What follows belongs to an exercise in optimizing a design on an open flow for small area, a short achievable clock period and few clock cycles per item; a production flow would make more cautious choices. In this exercise RTL edits were held to simulation tests only and were not proved equivalent to the original.

==> flow/design.v <==
module muldiv_sequencer #(
   parameter int WIDTH = 32
) (
   input  logic              clk,
   input  logic              rst,
   input  logic              op_valid,
   input  logic [1:0]        op_code,
   input  logic [WIDTH-1:0]  src_a,
   input  logic [WIDTH-1:0]  src_b,
   input  logic              flush,
   output logic              busy,
   output logic              res_valid,
   output logic [WIDTH-1:0]  res_hi,
   output logic [WIDTH-1:0]  res_lo
);
   localparam int N = 39;
   localparam logic [5:0] B_ZERO  = 6'b000_000;
   localparam logic [5:0] B_ADD1  = 6'b000_001;    
   localparam logic [5:0] B_SUB1  = 6'b000_101;    
   localparam logic [5:0] B_ADD2  = 6'b000_010;    
   localparam logic [5:0] B_SUB2  = 6'b000_110;    
   localparam logic [5:0] B_ADD4  = 6'b001_000;    
   localparam logic [5:0] B_SUB4  = 6'b101_000;    
   logic st_mul_q, st_pre_q, st_neg_q, st_aln_q, st_itr_q, st_fxr_q, st_fxq_q, st_done_q;
   logic st_mul_d, st_pre_d, st_neg_d, st_aln_d, st_itr_d, st_fxr_d, st_fxq_d, st_done_d;
   logic [31:0] h_q, h_d, l_q, l_d;
   logic [34:0] d_q, d_d;           
   logic [5:0]  bc_q, bc_d;         
   logic        s_mul_q, s_l_q, s_inv_q;    
   logic [4:0]  cnt_q, cnt_d;
   logic [1:0]  e_q, e_d;           
   logic        na_q, na_d;         
   logic        nb_q, nb_d;         
   wire idle = ~(st_mul_q | st_pre_q | st_neg_q | st_aln_q | st_itr_q |
                 st_fxr_q | st_fxq_q | st_done_q);
   wire op_signed = ~op_code[0];
   wire accept    = idle & op_valid & ~flush;
   wire [35:0] bx  = {{4{op_signed & src_a[31]}}, src_a};
   wire [36:0] bxs = {bx, 1'b0};
   function automatic logic [2:0] bdec(input logic [2:0] t);    
      logic zero, two;
      zero = (t == 3'b000) | (t == 3'b111);
      two  = (t == 3'b100) | (t == 3'b011);
      bdec = {t[2] & ~zero, two, ~zero & ~two};
   endfunction
   logic [31:0] sa_sfx;              
   logic [8:0]  js_oh;               
   logic [3:0]  js;
   always_comb begin
      logic [8:0] oh;
      sa_sfx[31] = 1'b1;
      for (int t = 30; t >= 0; t--) sa_sfx[t] = sa_sfx[t+1] & (src_a[t] == src_a[31]);
      oh[0] = sa_sfx[3];
      for (int j = 1; j < 8; j++) oh[j] = sa_sfx[4*j+3] & ~sa_sfx[4*j-1];
      oh[8] = ~sa_sfx[31];             
      js_oh = (~op_signed & src_a[31]) ? 9'b1_0000_0000 : oh;
      js = '0;
      for (int j = 0; j < 9; j++)
         if (js_oh[j]) js = js | j[3:0];
   end
   logic [4:0] w_idle, w_run;
   always_comb begin
      w_idle = '0;
      w_run  = '0;
      for (int k = 0; k < 9; k++) begin
         w_idle = w_idle | ({5{js_oh[k]}} & bxs[4*k +: 5]);
         if (cnt_q[3:0] == k + 1) w_run = bxs[4*k +: 5];
      end
   end
   wire [4:0] wsel = idle ? w_idle : w_run;
   wire [5:0] dw_sel = {bdec(wsel[4:2]), bdec(wsel[2:0])};
   function automatic logic [35:0] booth(input logic [2:0] c, input logic [34:0] a);
      logic [34:0] y;
      y     = ({35{c[0]}} & a) | ({35{c[1]}} & {a[33:0], 1'b0});
      booth = {c[2], y ^ {35{c[2]}}};
   endfunction
   wire [35:0]  bt1 = booth(bc_q[5:3], d_q);
   wire [35:0]  bt0 = booth(bc_q[2:0], d_q);
   wire         n1  = bt1[35];
   wire         n0  = bt0[35];
   wire [N-1:0] i1  = {{2{bt1[34]}}, bt1[34:0], n1, n1};    
   wire [N-1:0] i2  = {{4{bt0[34]}}, bt0[34:0]};
   logic [N-1:0] i0;
   always_comb begin
      if (s_mul_q)      i0 = {6'd0, h_q[0], l_q, 4'b0000};
      else if (s_l_q)   i0 = {7'd0, ~l_q};
      else              i0 = {7'd0, h_q ^ {32{s_inv_q}}};
   end
   wire cl = n1 | s_inv_q | s_l_q;
   wire [N-1:0] cs_s = i0 ^ i1 ^ i2;
   wire [N-1:0] cs_c = (i0 & i1) | (i0 & i2) | (i1 & i2);
   wire [N-1:0] t    = cs_s + {cs_c[N-2:0], cl} + {{(N-1){1'b0}}, n0};    
   wire         q    = ~t[N-1];
   wire         fast = t[N-1];                  
   wire         fixq = na_q ^ nb_q;
   logic [26:0] hu;
   always_comb begin
      logic all1, all0, inc, dec;
      inc = ~e_q[1] & e_q[0];
      dec = e_q[1];
      all1 = 1'b1; all0 = 1'b1;
      for (int i = 0; i < 27; i++) begin
         hu[i] = h_q[5+i] ^ ((inc & all1) | (dec & all0));
         all1 = all1 & h_q[5+i];
         all0 = all0 & ~h_q[5+i];
      end
   end
   always_comb begin
      st_mul_d = 1'b0; st_pre_d = 1'b0; st_neg_d = 1'b0; st_aln_d = 1'b0;
      st_itr_d = 1'b0; st_fxr_d = 1'b0; st_fxq_d = 1'b0; st_done_d = 1'b0;
      h_d = h_q; l_d = l_q; d_d = d_q; bc_d = B_ZERO; cnt_d = cnt_q; e_d = e_q;
      na_d = na_q; nb_d = nb_q;
      if (idle) begin
         na_d = op_signed & src_a[31];
         nb_d = op_signed & src_b[31];
         l_d  = '0;
         e_d  = 2'b00;
         if (op_code[1]) begin
            h_d      = src_a;
            d_d      = {{3{op_signed & src_b[31]}}, src_b};
            bc_d     = (op_signed & src_b[31]) ? B_ADD1 : B_SUB1;
            st_pre_d = accept;
         end else begin
            h_d      = '0;
            d_d      = {{3{op_signed & src_b[31]}}, src_b};
            bc_d     = dw_sel;
            cnt_d    = {1'b0, js};
            st_mul_d = accept;
         end
      end
      if (st_mul_q) begin
         h_d   = {hu[22:0], h_q[4:1], t[36:32]};
         l_d   = t[31:0];
         e_d   = t[38:37];
         bc_d  = dw_sel;
         cnt_d = cnt_q - 5'd1;
         if (cnt_q == 5'd0) st_done_d = 1'b1;
         else               st_mul_d  = 1'b1;
      end
      if (st_pre_q) begin
         cnt_d = 5'd1;
         bc_d  = nb_q ? B_ADD4 : B_SUB4;
         if (fast)      st_done_d = 1'b1;
         else if (na_q) begin st_neg_d = 1'b1; bc_d = B_ZERO; end
         else           st_aln_d  = 1'b1;
      end
      if (st_neg_q) begin
         h_d      = t[31:0];
         bc_d     = nb_q ? B_ADD4 : B_SUB4;
         st_aln_d = 1'b1;
      end
      if (st_aln_q) begin
         if (q && cnt_q != 5'd31) begin
            d_d      = {d_q[32:0], 2'b00};
            cnt_d    = cnt_q + 5'd2;
            bc_d     = nb_q ? B_ADD4 : B_SUB4;
            st_aln_d = 1'b1;
         end else begin
            bc_d     = nb_q ? B_ADD2 : B_SUB2;
            st_itr_d = 1'b1;
         end
      end
      if (st_itr_q) begin
         if (q) h_d = t[31:0];
         l_d   = {l_q[30:0], q};
         if (!cnt_q[0]) d_d = {{2{d_q[34]}}, d_q[34:2]};
         cnt_d = cnt_q - 5'd1;
         if (cnt_q[0]) bc_d = nb_q ? B_ADD1 : B_SUB1;
         else          bc_d = nb_q ? B_ADD2 : B_SUB2;
         if (cnt_q == 5'd0) begin
            bc_d = B_ZERO;
            if (na_q)      st_fxr_d  = 1'b1;
            else if (fixq) st_fxq_d  = 1'b1;
            else           st_done_d = 1'b1;
         end else st_itr_d = 1'b1;
      end
      if (st_fxr_q) begin
         h_d = t[31:0];
         if (fixq) st_fxq_d  = 1'b1;
         else      st_done_d = 1'b1;
      end
      if (st_fxq_q) begin
         l_d       = t[31:0];
         st_done_d = 1'b1;
      end
      if (flush) begin
         st_mul_d = 1'b0; st_pre_d = 1'b0; st_neg_d = 1'b0; st_aln_d = 1'b0;
         st_itr_d = 1'b0; st_fxr_d = 1'b0; st_fxq_d = 1'b0; st_done_d = 1'b0;
      end
   end
   always_ff @(posedge clk) begin
      s_mul_q <= st_mul_d;
      s_l_q   <= st_fxq_d;
      s_inv_q <= st_neg_d | st_fxr_d | (st_pre_d & na_d);
   end
   always_ff @(posedge clk or posedge rst) begin
      if (rst) begin
         st_mul_q  <= 1'b0;
         st_pre_q  <= 1'b0;
         st_neg_q  <= 1'b0;
         st_aln_q  <= 1'b0;
         st_itr_q  <= 1'b0;
         st_fxr_q  <= 1'b0;
         st_fxq_q  <= 1'b0;
         st_done_q <= 1'b0;
      end else begin
         st_mul_q  <= st_mul_d;
         st_pre_q  <= st_pre_d;
         st_neg_q  <= st_neg_d;
         st_aln_q  <= st_aln_d;
         st_itr_q  <= st_itr_d;
         st_fxr_q  <= st_fxr_d;
         st_fxq_q  <= st_fxq_d;
         st_done_q <= st_done_d;
      end
   end
   always_ff @(posedge clk) begin
      h_q   <= h_d;
      l_q   <= l_d;
      d_q   <= d_d;
      bc_q  <= bc_d;
      cnt_q <= cnt_d;
      e_q   <= e_d;
      na_q  <= na_d;
      nb_q  <= nb_d;
   end
   assign busy      = op_valid & ~flush & ~st_done_q;
   assign res_valid = st_done_q;
   assign res_hi    = {hu, h_q[4:0]};
   assign res_lo    = l_q;
endmodule
Settings: LEC_CHECK=0, CAP_MARGIN=20, CORE_MARGIN=2, CORE_UTILIZATION=40, CTS_BUF_LIST=sky130_fd_sc_hd__clkbuf_4 sky130_fd_sc_hd__clkbuf_8, SETUP_SLACK_MARGIN=5, SLEW_MARGIN=20; clock period 11.0 ns.
standard.sh (not shown) runs the stock make flow with config.mk's settings and CLKGATE_MAP_FILE= SYNTH_SCRIPT=/design/flow/synth_recipe.tcl, a recipe that flattens the netlist after the stock synthesis.
==> flow/flow/run.sh <==
#!/bin/bash
# The standard layout (standard.sh: unchanged synthesis and steps), except that the
# buffers placed on the ports are plain buf_2 cells rather than the placer's default choice,
# and the timing repair aims 6.3 ns below the clock period.
set -euo pipefail
bash standard.sh "BUFFER_PORTS_ARGS=-buffer_cell sky130_fd_sc_hd__buf_2" SETUP_SLACK_MARGIN=6.3 finish > make.log 2>&1
The first run went through all stages and came out clean.
Testbench counts at the start, summed over its fixed seeds: cycles 23,050, ops 2,400.
==> next run, changes <==
==> flow/flow/run.sh (replaced) <==
#!/bin/bash
# The standard layout (standard.sh: unchanged synthesis and steps), except that the
# buffers placed on the ports are plain buf_2 cells rather than the placer's default choice,
# and the timing repair aims 5.5 ns below the clock period.
set -euo pipefail
bash standard.sh "BUFFER_PORTS_ARGS=-buffer_cell sky130_fd_sc_hd__buf_2" SETUP_SLACK_MARGIN=5.5 finish > make.log 2>&1
--- a/flow/config.mk
+++ b/flow/config.mk
@@ -10,3 +10,2 @@
 export CORE_UTILIZATION = 40
-export CTS_BUF_LIST = sky130_fd_sc_hd__clkbuf_4 sky130_fd_sc_hd__clkbuf_8
 export SETUP_SLACK_MARGIN = 5
Final cell count came out lower by about 4.6%; register-to-register slack gets worse by 510 ps; cell area shrinks by about 14%; die area is unchanged; global-route usage came out lower by 1.6 points; area after synthesis stays the same; hold slack improved by 31 ps; count of clock-buffer cells in the layout went up by 3.
==> next run, changes <==
==> flow/flow/run.sh (replaced) <==
#!/bin/bash
# The standard layout (standard.sh: unchanged synthesis and steps), except that the
# buffers placed on the ports are plain buf_2 cells rather than the placer's default choice,
# and the timing repair aims 6.0 ns below the clock period.
set -euo pipefail
bash standard.sh "BUFFER_PORTS_ARGS=-buffer_cell sky130_fd_sc_hd__buf_2" SETUP_SLACK_MARGIN=6.0 finish > make.log 2>&1
Effect:
- The new run produced a clean layout
- routed wire length climbs by 0.77%
- core utilization climbs by 1.6 points
- cell area climbs by 3.6%
- global-route usage hardly moves
- register-to-register slack gains 420 ps
- non-clock buffer count climbs by 26
- clock-buffer cell count drops by 2
- cell count climbs by 1.1%
- die area does not change
==> next run, changes <==
==> flow/flow/run.sh (replaced) <==
#!/bin/bash
# The standard layout (standard.sh: unchanged synthesis and steps), except that the
# buffers placed on the ports are plain buf_2 cells rather than the placer's default choice.
set -euo pipefail
bash standard.sh "BUFFER_PORTS_ARGS=-buffer_cell sky130_fd_sc_hd__buf_2" finish > make.log 2>&1
--- a/flow/config.mk
+++ b/flow/config.mk
@@ -7,2 +7,3 @@
 export LEC_CHECK = 0
+export ABC_AREA = 1
 export CAP_MARGIN = 20
Design area increases by 0.73%; die area came out higher by 5.9%; routed wire length rose by 9.9%; setup slack gets worse by 200 ps; worst hold slack improves by 6.2 ps; via count rises by 10%; core utilization shrinks by 2.4 points; fmax came out lower by 3.5%; non-clock buffer count went down by 40; final cell count came out higher by 24%; flip-flop and latch count stays the same.

what the ideal ports hide:
In the flow no input, the clock included, has a driving cell. The finished layouts below were timed again as built, in two steps. Step 1, drivers: a clkbuf_16 drives clk and a buf_2 each remaining input, both assumed. Step 2 times the ports against the registers' clock, not the clock port: input delays grow and output delays shrink by t, the midpoint of the rising clock arrivals with the driver on. Three values: ideal ports, drivers, drivers and shift; two values: the first two.
| run | t (ns) | slack for setup (ns) | hold WS [ns] | clock arrival spread, ns | worst slew at a driven data input, ns |
|---|---|---|---|---|---|
| the first run | 0.502 | 5.602 / 5.552 / 5.932 | 0.505 / 0.505 / 0.505 | 0.024 / 0.024 | 0.06 |
| the second run | 0.472 | 5.550 / 5.501 / 5.490 | 0.537 / 0.537 / 0.537 | 0.020 / 0.021 | 0.03 |
| the third run | 0.475 | 5.659 / 5.610 / 5.653 | 0.520 / 0.520 / 0.520 | 0.013 / 0.013 | 0.03 |
| the fourth run | 0.486 | 5.463 / 5.463 / 5.463 | 0.526 / 0.526 / 0.526 | 0.014 / 0.015 | 0.04 |
After both steps setup and hold are still met in every run listed. The setup slack of the second run, which loses most, moves by -0.049 ns with the drivers and by -0.060 ns with both steps.
